From an optimization exercise on the open Yosys and OpenROAD flow, aimed at small area, a short achievable clock period and few clock cycles per item; shortcuts taken in it are not production practice. Function was checked by simulation only, so behaviour that the tests miss may differ from the original.

==> flow/design.v (outline; a module is shown in full before it is edited, if it fits) <==
// module rpr_mac: 536 lines
// module rational_polyphase_resampler_unit: 1190 lines
module rational_polyphase_resampler_unit #(
	parameter int UP_FACTOR   = rpr_pkg::DEF_UP_FACTOR,
	parameter int DOWN_FACTOR = rpr_pkg::DEF_DOWN_FACTOR,
	parameter int TAPS        = rpr_pkg::DEF_TAPS,
	parameter int COEF_BITS   = rpr_pkg::DEF_COEF_BITS
) (
	input  wire logic                                 clk,
	input  wire logic                                 arst_n,
	input  wire logic                                 in_valid,
	output logic                                      in_ready,
	input  wire logic signed [rpr_pkg::SAMPLE_W-1:0]  left_in,
	input  wire logic signed [rpr_pkg::SAMPLE_W-1:0]  right_in,
	output logic                                      out_valid,
	input  wire logic                                 out_ready,
	output logic signed [rpr_pkg::SAMPLE_W-1:0]       left_out,
	output logic signed [rpr_pkg::SAMPLE_W-1:0]       right_out
);
  // ...
==> flow/run.sh <==
#!/bin/bash
# synth_recipe.tcl (not shown) runs the flow's synth.tcl, then flattens the netlist and writes it again
# the make line also repeats each setting of config.mk as NAME=value (left out here)
make -C /OpenROAD-flow-scripts/flow DESIGN_CONFIG=/design/flow/config.mk WORK_HOME=/design/flow/orfs CLKGATE_MAP_FILE= SYNTH_SCRIPT=/design/flow/synth_recipe.tcl finish
==> flow/config.mk <==
export PLATFORM = sky130hd
export DESIGN_NAME = rational_polyphase_resampler_unit
export DESIGN_NICKNAME = rational_polyphase_resampler_unit
export VERILOG_FILES = /design/flow/design.v
export SDC_FILE = /design/flow/constraint.sdc
export NUM_CORES = 4
export LEC_CHECK = 0
export CAP_MARGIN = 20
export CORE_MARGIN = 2
export CORE_UTILIZATION = 40
export SLEW_MARGIN = 20
export SYNTH_MEMORY_MAX_BITS = 65536
==> flow/constraint.sdc <==
create_clock -name core_clock -period 10.0 [get_ports {clk}]
set_input_delay 2.0000 -clock core_clock [delete_from_list [all_inputs] [get_ports {clk}]]
set_output_delay 2.0000 -clock core_clock [all_outputs]
set_load 0.01 [all_outputs]
==> results.toml, run 1 <==
[run_status]
status = "finished clean"

[worst_setup_path]
cp-startpoint = "r_q[4]"
crit_buf_inv = 4
startpoint_type = "flop"
crit_path_end = "bq[1][11]"
path_class = "flop to flop"

[yosys]
synth_fa_ha_area_share_pct = 28.80
async_flop_share_pct = 4.690
ys_seq_area_share_pct = 16.77
synth_most_common_cell = "inv_1"
synth_top_family_by_area = "adder cells"
muxShareOfSynthArea_pct = 0.8295

[floorplanning]
die-width_um = 417.3
core-area_sq_mm = 0.1695
dieArea_sq_mm = 0.1741

[timing]
hold_ws_ns = 0.4208
setup_ws_ns = 4.177

[cells_and_area]
seq-cell-share_pct = 15.81
n_all_buffers = 320
inverters = 921
seq_cell_count = 533
ff_latch_area_sq_mm = 0.01156

[drt]
wl_met2_um = 152700
wirelength_um = 350100

[clocking]
cts_buffer_depth = 3
root_buffer = "clkbuf_16"

[flow_run]
drv_cap = 0

[global_routing]
grt_usage_pct = 40.10

[placed_design]
placed_area_sq_mm = 0.07063

[min_path]
hold_depth = 0
Testbench counts, summed over its fixed seeds: cycles 16,000, frames 16,000.
==> run 2: changes to the inputs <==
==> flow/flow/run.sh (new file) <==
#!/bin/bash
# Standard layout, with one extra step between synthesis and floorplan:
# flow/polfix.py removes inverters between full adders (and xor gates) of the
# synthesized netlist by reassigning their output polarity (a full adder is
# self-dual; an xor absorbs input inversions as xor<->xnor). Registers and the
# function at every register and port are unchanged.
set -euo pipefail
R=orfs/results/${FLOW_PLATFORM}/rational_polyphase_resampler_unit/base
bash standard.sh synth > synth.log 2>&1
cp $R/1_2_yosys.v 1_2_yosys.orig.v
python3 flow/polfix.py 1_2_yosys.orig.v $R/1_2_yosys.v > polfix.log 2>&1
rm -f $R/1_synth.odb $R/1_synth.sdc
bash standard.sh > layout.log 2>&1
==> flow/flow/polfix.py (new file) <==
#!/usr/bin/env python3
"""Inverter removal by polarity reassignment in a flat sky130hd gate netlist.

A full adder is self-dual: FA(~a,~b,~c) = (~sum, ~cout). An xor2/xnor2 absorbs
an inversion on any input by swapping to its complement. So each full adder
and each xor2/xnor2 may produce its output(s) in either polarity; inverter
chains between cells are collapsed, and an inverter is put back only where a
consumer needs the complement of what its net physically carries (at most one
inverter per net). The result computes exactly the same function at every
port and register.

usage: polfix.py IN.v OUT.v
"""
import re
import sys
import random
from collections import defaultdict

INV_RE = re.compile(r'^sky130_fd_sc_hd__(inv|clkinv)_\d+$')
BUF_RE = re.compile(r'^sky130_fd_sc_hd__(buf|clkbuf)_\d+$')
FA_RE = re.compile(r'^sky130_fd_sc_hd__fa_\d+$')
XOR_RE = re.compile(r'^sky130_fd_sc_hd__(xor2|xnor2)_(\d+)$')
OUT_PINS = {'X', 'Y', 'Q', 'Q_N', 'SUM', 'COUT', 'HI', 'LO'}


def parse(text):
    # split module header/decls from instances
    inst_re = re.compile(r'^  (\S+) (\S+(?: )?) \(\n((?:    \..*\n)+?)  \);\n', re.M)
    insts = []
    spans = []
    for m in inst_re.finditer(text):
        typ, name, body = m.group(1), m.group(2), m.group(3)
        pins = []
        for pm in re.finditer(r'\.(\w+)\((.*)\)', body):
            pins.append([pm.group(1), pm.group(2).strip()])
        insts.append({'type': typ, 'name': name, 'pins': pins})
        spans.append((m.start(), m.end()))
    return insts, spans


def main():
    src, dst = sys.argv[1], sys.argv[2]
    text = open(src).read()
    insts, spans = parse(text)
    head = text[:spans[0][0]]
    tail = text[spans[-1][1]:]
    between = ''.join(text[spans[i][1]:spans[i + 1][0]] for i in range(len(spans) - 1))
    assert between.strip() == '', 'unexpected text between instances'
    assert 'assign' not in head and 'assign' not in tail, 'assigns not supported'

    ports = set()
    for m in re.finditer(r'^\s*(input|output)\s+(\[(\d+):(\d+)\]\s+)?(\S+);', head, re.M):
        nm = m.group(5)
        if m.group(2):
            hi, lo = int(m.group(3)), int(m.group(4))
            for i in range(min(hi, lo), max(hi, lo) + 1):
                ports.add('%s[%d]' % (nm, i))
        ports.add(nm)

    driver = {}
    loads = defaultdict(list)
    for k, inst in enumerate(insts):
        for pi, (pin, net) in enumerate(inst['pins']):
            if pin in OUT_PINS:
                driver[net] = (k, pin)
            else:
                loads[net].append((k, pi))

    def is_port(net):
        return net in ports or net.split('[')[0] in ports

    # collapsible inverters: internal input and output nets
    inv_in = {}
    for k, inst in enumerate(insts):
        if INV_RE.match(inst['type']) or BUF_RE.match(inst['type']):
            p = dict(inst['pins'])
            a, y = p['A'], p.get('Y', p.get('X'))
            if not is_port(a) and not is_port(y) and not a.startswith("1'"):
                inv_in[y] = (k, a, 1 if INV_RE.match(inst['type']) else 0)
    removed = set(v[0] for v in inv_in.values())

    def base(net):
        q = 0
        while net in inv_in:
            q ^= inv_in[net][2]
            net = inv_in[net][1]
        return net, q

    # flippable cells: FA and xor2/xnor2
    flip = {}
    for k, inst in enumerate(insts):
        if FA_RE.match(inst['type']) or XOR_RE.match(inst['type']):
            flip[k] = 0

    # consumers: every input pin of a non-removed cell
    # each consumer -> (base net, parity)
    cons = []  # (k, pi, basenet, q)
    for k, inst in enumerate(insts):
        if k in removed:
            continue
        for pi, (pin, net) in enumerate(inst['pins']):
            if pin in OUT_PINS:
                continue
            b, q = base(net)
            cons.append((k, pi, b, q))
    # output ports driven through a removed inverter chain are not possible (port nets excluded)

    cons_by_base = defaultdict(list)
    for c in cons:
        cons_by_base[c[2]].append(c)

    def pol(b):
        d = driver.get(b)
        if d is None:
            return 0
        return flip.get(d[0], 0)

    def need_inv(c):
        k, pi, b, q = c
        inst = insts[k]
        if XOR_RE.match(inst['type']):
            return 0
        need = q ^ pol(b)
        if FA_RE.match(inst['type']):
            need ^= flip[k]
        return need

    def base_cost(b):
        return 1 if any(need_inv(c) for c in cons_by_base[b]) else 0

    # nets touched by a flip of cell k
    def touched(k):
        inst = insts[k]
        s = set()
        for pin, net in inst['pins']:
            if pin in OUT_PINS:
                s.add(net)
            else:
                s.add(base(net)[0])
        return s

    touch = {k: touched(k) for k in flip}
    initial = sum(base_cost(b) for b in cons_by_base)

    # hard parity edges between flippable cells: consumer FA pin fed (through parity q)
    # by a flippable driver wants flip[cons] = flip[drv] ^ q
    adj = defaultdict(list)
    for c in cons:
        k, pi, b, q = c
        if not FA_RE.match(insts[k]['type']):
            continue
        d = driver.get(b)
        if d is None or d[0] not in flip:
            continue
        adj[k].append((d[0], q))
        adj[d[0]].append((k, q))
    seen = {}
    comps = []
    for k0 in flip:
        if k0 in seen:
            continue
        comp = [k0]
        seen[k0] = 0
        stack = [k0]
        while stack:
            u = stack.pop()
            for v, q in adj[u]:
                if v not in seen:
                    seen[v] = seen[u] ^ q
                    comp.append(v)
                    stack.append(v)
        comps.append(comp)
    for comp in comps:
        for k in comp:
            flip[k] = seen[k]
        nets = set()
        for k in comp:
            nets |= touch[k]
        c0 = sum(base_cost(b) for b in nets)
        for k in comp:
            flip[k] ^= 1
        c1 = sum(base_cost(b) for b in nets)
        if c0 <= c1:
            for k in comp:
                flip[k] ^= 1
    mid = sum(base_cost(b) for b in cons_by_base)
    print('components %d, after coloring %d' % (len(comps), mid))

    ks = list(flip)
    rnd = random.Random(1)
    for it in range(20):
        changed = 0
        rnd.shuffle(ks)
        for k in ks:
            nets = touch[k]
            before = sum(base_cost(b) for b in nets)
            flip[k] ^= 1
            after = sum(base_cost(b) for b in nets)
            if after < before:
                changed += 1
            else:
                flip[k] ^= 1
        if changed == 0:
            break
    final = sum(base_cost(b) for b in cons_by_base)

    # rewrite
    newinv = {}
    new_insts = []
    n = 0

    def inv_of(b):
        nonlocal n
        if b not in newinv:
            y = '_pinv%d_' % n
            newinv[b] = y
            new_insts.append({'type': 'sky130_fd_sc_hd__inv_1', 'name': '_pinvc%d_' % n,
                              'pins': [['A', b], ['Y', y]]})
            n += 1
        return newinv[b]

    for c in cons:
        k, pi, b, q = c
        inst = insts[k]
        if XOR_RE.match(inst['type']):
            inst['pins'][pi][1] = b
            inst.setdefault('err', 0)
            inst['err'] ^= q ^ pol(b)
        else:
            inst['pins'][pi][1] = inv_of(b) if need_inv(c) else b
    out_insts = []
    for k, inst in enumerate(insts):
        if k in removed:
            continue
        m = XOR_RE.match(inst['type'])
        if m:
            kind = 1 if m.group(1) == 'xnor2' else 0
            kind ^= inst.get('err', 0) ^ flip[k]
            inst['type'] = 'sky130_fd_sc_hd__%s_%s' % ('xnor2' if kind else 'xor2', m.group(2))
            for pp in inst['pins']:
                if pp[0] in ('X', 'Y'):
                    pp[0] = 'Y' if kind else 'X'
        out_insts.append(inst)
    out_insts += new_insts

    decl = ''.join('  wire %s;\n' % y for y in newinv.values())
    body = []
    for inst in out_insts:
        body.append('  %s %s (\n' % (inst['type'], inst['name']))
        body.append(',\n'.join('    .%s(%s)' % (p, net + ' ' if net.startswith('\\') else net)
                                for p, net in inst['pins']) + '\n  );\n')
    # insert new wire declarations before first instance
    open(dst, 'w').write(head + decl + ''.join(body) + tail)
    ninv_before = sum(1 for i in insts if INV_RE.match(i['type']))
    print('inverters: %d collapsed, %d added; nets needing inversion %d -> %d; flipped %d of %d' % (
        len(removed), len(new_insts), initial, final, sum(flip.values()), len(flip)))


if __name__ == '__main__':
    main()
==> flow/standard.sh (new file) <==
#!/bin/bash
# synth_recipe.tcl (not shown) runs the flow's synth.tcl, then flattens the netlist and writes it again
# the make line also repeats each setting of config.mk as NAME=value (left out here)
make -C /OpenROAD-flow-scripts/flow DESIGN_CONFIG=/design/flow/config.mk WORK_HOME=/design/flow/orfs CLKGATE_MAP_FILE= SYNTH_SCRIPT=/design/flow/synth_recipe.tcl "${@:-finish}"
removed: flow/run.sh
==> results.toml, run 2 <==
[worst_setup_path]
ff2ff_setup_slack_ns = 4.25
cp_top_family = "compound AO/OA/AOI/OAI gates"
startpoint_type = "flop"
r2r_start = "fs_q[1]"
crit_chain = "inv_1 > ha_4 > buf_4 > a22oi_1 > o21ai_0 > ha_1 > a21oi_1 > o21ai_0 > a21oi_1 > o21ai_0 > a41oi_1 > o21ai_0 > a21oi_1 > o21ai_0 > xnor2_1"
r2r-end = "hir_q[14]"
crit_top_cell = "o21ai_0"
path_class = "flop to flop"
crit_buf_inv = 2
reg2regPathDepth = 15
slowest_delay_ns = 0.64
critPathMaxFanout = 57
cp-end-kind = "flop"
arrival_ns = 6.17
cpMaxStageDelayCell = "ha_4"
crit_required_ns = 10.42

[flow_run]
drv_cap = 0

[timing]
slew_headroom_pct = 12.64
setup-tns-final_ns = 0
slew_viol_final = 0
hold_viol = 0
rsz0062_at_grt = "no"
hold_ws_ns = 0.4198
setup_viol = 0
max_clock_freq_mhz = 173.8
skew_ns = 0.04864
tightest_slew_ns = 1.297
post-route-period-util_pct = 57.54
period_needed_ns = 5.754

[clocking]
clk_latency_ns = 0.71
cts_resized = 0
cts_setup_buffers = 0
htreeDepth = 3
clock-sinks = 533
clk_pin_slew_worst_paths_ns = 0.06
cts_hold_buf = 0
cts_tree = "done"
cts_buffer_depth = 3
cts-buffers-inserted = 71
root_buffer = "clkbuf_16"

[floorplanning]
rows = 144
initial_utilization_pct = 40.39
core-area_sq_mm = 0.1546
dieArea_sq_mm = 0.1593
die_h_um = 399.1
ios = 70
die-width_um = 399.1

[global_routing]
grt_max_degree = 148
overflow = 0
grt_usage_pct = 41.46
antenna_found_initial = 50
grt_pass1_vias = 63195
grt_pass1_wl_um = 472100

[cells_and_area]
final_cell_mix = "908 x fa_1, 857 x a22oi_1, 818 x xnor2_1"
area_growth_pct = 12.61
final.fill_count = 14886
utilization_pct = 45.48
ff_latch_area_sq_mm = 0.01156
biggestRegsByFlops = "sl_q x99, sr_q x99, bq x72"
layout.nets = 7812
layout_commonest_cell = "fa_1"
multi_input_area_sq_mm = 0.05031
drive_above_1_share_pct = 8.245

[drt]
drt-initial-drc-count = 7945
wirelength_um = 330100
wl_per_cell_um = 37.19
antenna_left = 0
first_pass_iters = 7
via_per_inst = 6.951
vias = 61700
drc_errors = 0

[yosys]
syn_area_sq_mm = 0.06243
synthCells = 6355
ys_warn_count = 11
avgSynthCellArea_sq_um = 9.824

[placed_design]
io_buffers = 69
hpwl_um = 216900
gp_congestion = 1.125

[min_path]
hold_depth = 0
min_from = "bp_q[0]"
holdPathEnd = "cs_q[0]"
hp-class = "flop to flop"

[run_status]
status = "finished clean"
run 2: metal layers:
layer	GRT usage [%]	wire length (um)	part of all wire, %
met1	47.18	114900	35
met2	63.47	146300	44
met3	12.77	35860	11
met4	35.40	32820	9.9
met5	0.5751	180	0.055
run 2: per-stage QoR:
step	std cells	cell area [sq um]	setup slack (ns)
after floorplan	6357	62440	0.4530
after global placement	8713	67780	4.054
after detailed placement	8714	67810	4.333
after CTS	8842	70090	4.315
after global routing	8848	70230	3.863
final	8877	70300	4.246
run 2: worst max path at each step:
| stage | slack (ns) | to | cells after the start | start |
|---|---|---|---|---|
| after floorplan | 0.45 | bq[2][20] | 12 | r_q[3] |
| after global placement | 4.05 | bq[0][1] | 15 | r_q[0] |
| after detailed placement | 4.33 | hir_q[14] | 15 | fs_q[0] |
| after CTS | 4.31 | hir_q[14] | 15 | fs_q[1] |
| after global routing | 3.86 | hir_q[14] | 15 | fs_q[1] |
| final | 4.25 | hir_q[14] | 15 | fs_q[1] |
run 2: cell type report:
type | instances | share of cell area (%)
antenna | 29 | 0.1032
inverter | 231 | 1.235
timing repair buffer | 325 | 3.785
clock buffer | 91 | 2.734
sequential | 533 | 16.44
clock inverter | 37 | 0.5072
multi-input combinational | 5587 | 71.56
tap | 2044 | 3.638
run 2: worst reg2reg max path, cell delays in order, from the launching register on:
cell,delay (ns)
dfrtp_1,0.41
inv_1,0.12
ha_4,0.64
buf_4,0.66
a22oi_1,0.23
o21ai_0,0.33
ha_1,0.32
a21oi_1,0.20
o21ai_0,0.14
a21oi_1,0.31
o21ai_0,0.31
a41oi_1,0.62
o21ai_0,0.46
a21oi_1,0.42
o21ai_0,0.18
xnor2_1,0.14

-- port drivers added, routing unchanged --
In the flow no input, the clock included, has a driving cell. The finished layouts below were timed again as built, in two steps.
Step 1, drivers: a clkbuf_16 drives clk and a buf_2 each remaining input, both assumed.
Step 2 also shifts input and output timing later by t, the mid clock arrival at the registers, as if the neighbouring blocks saw the same clock.
a / b / c = no drivers / after step 1 / after step 2; a / b = the first two.
run | shift t [ns] | setup slack, ns | clock arrival spread, ns
run 1 | 0.774 | 4.177 / 4.177 / 4.177 | 0.036 / 0.037
run 2 | 0.760 | 4.246 / 4.246 / 4.246 | 0.051 / 0.051
After both steps setup and hold are still met in every run listed.
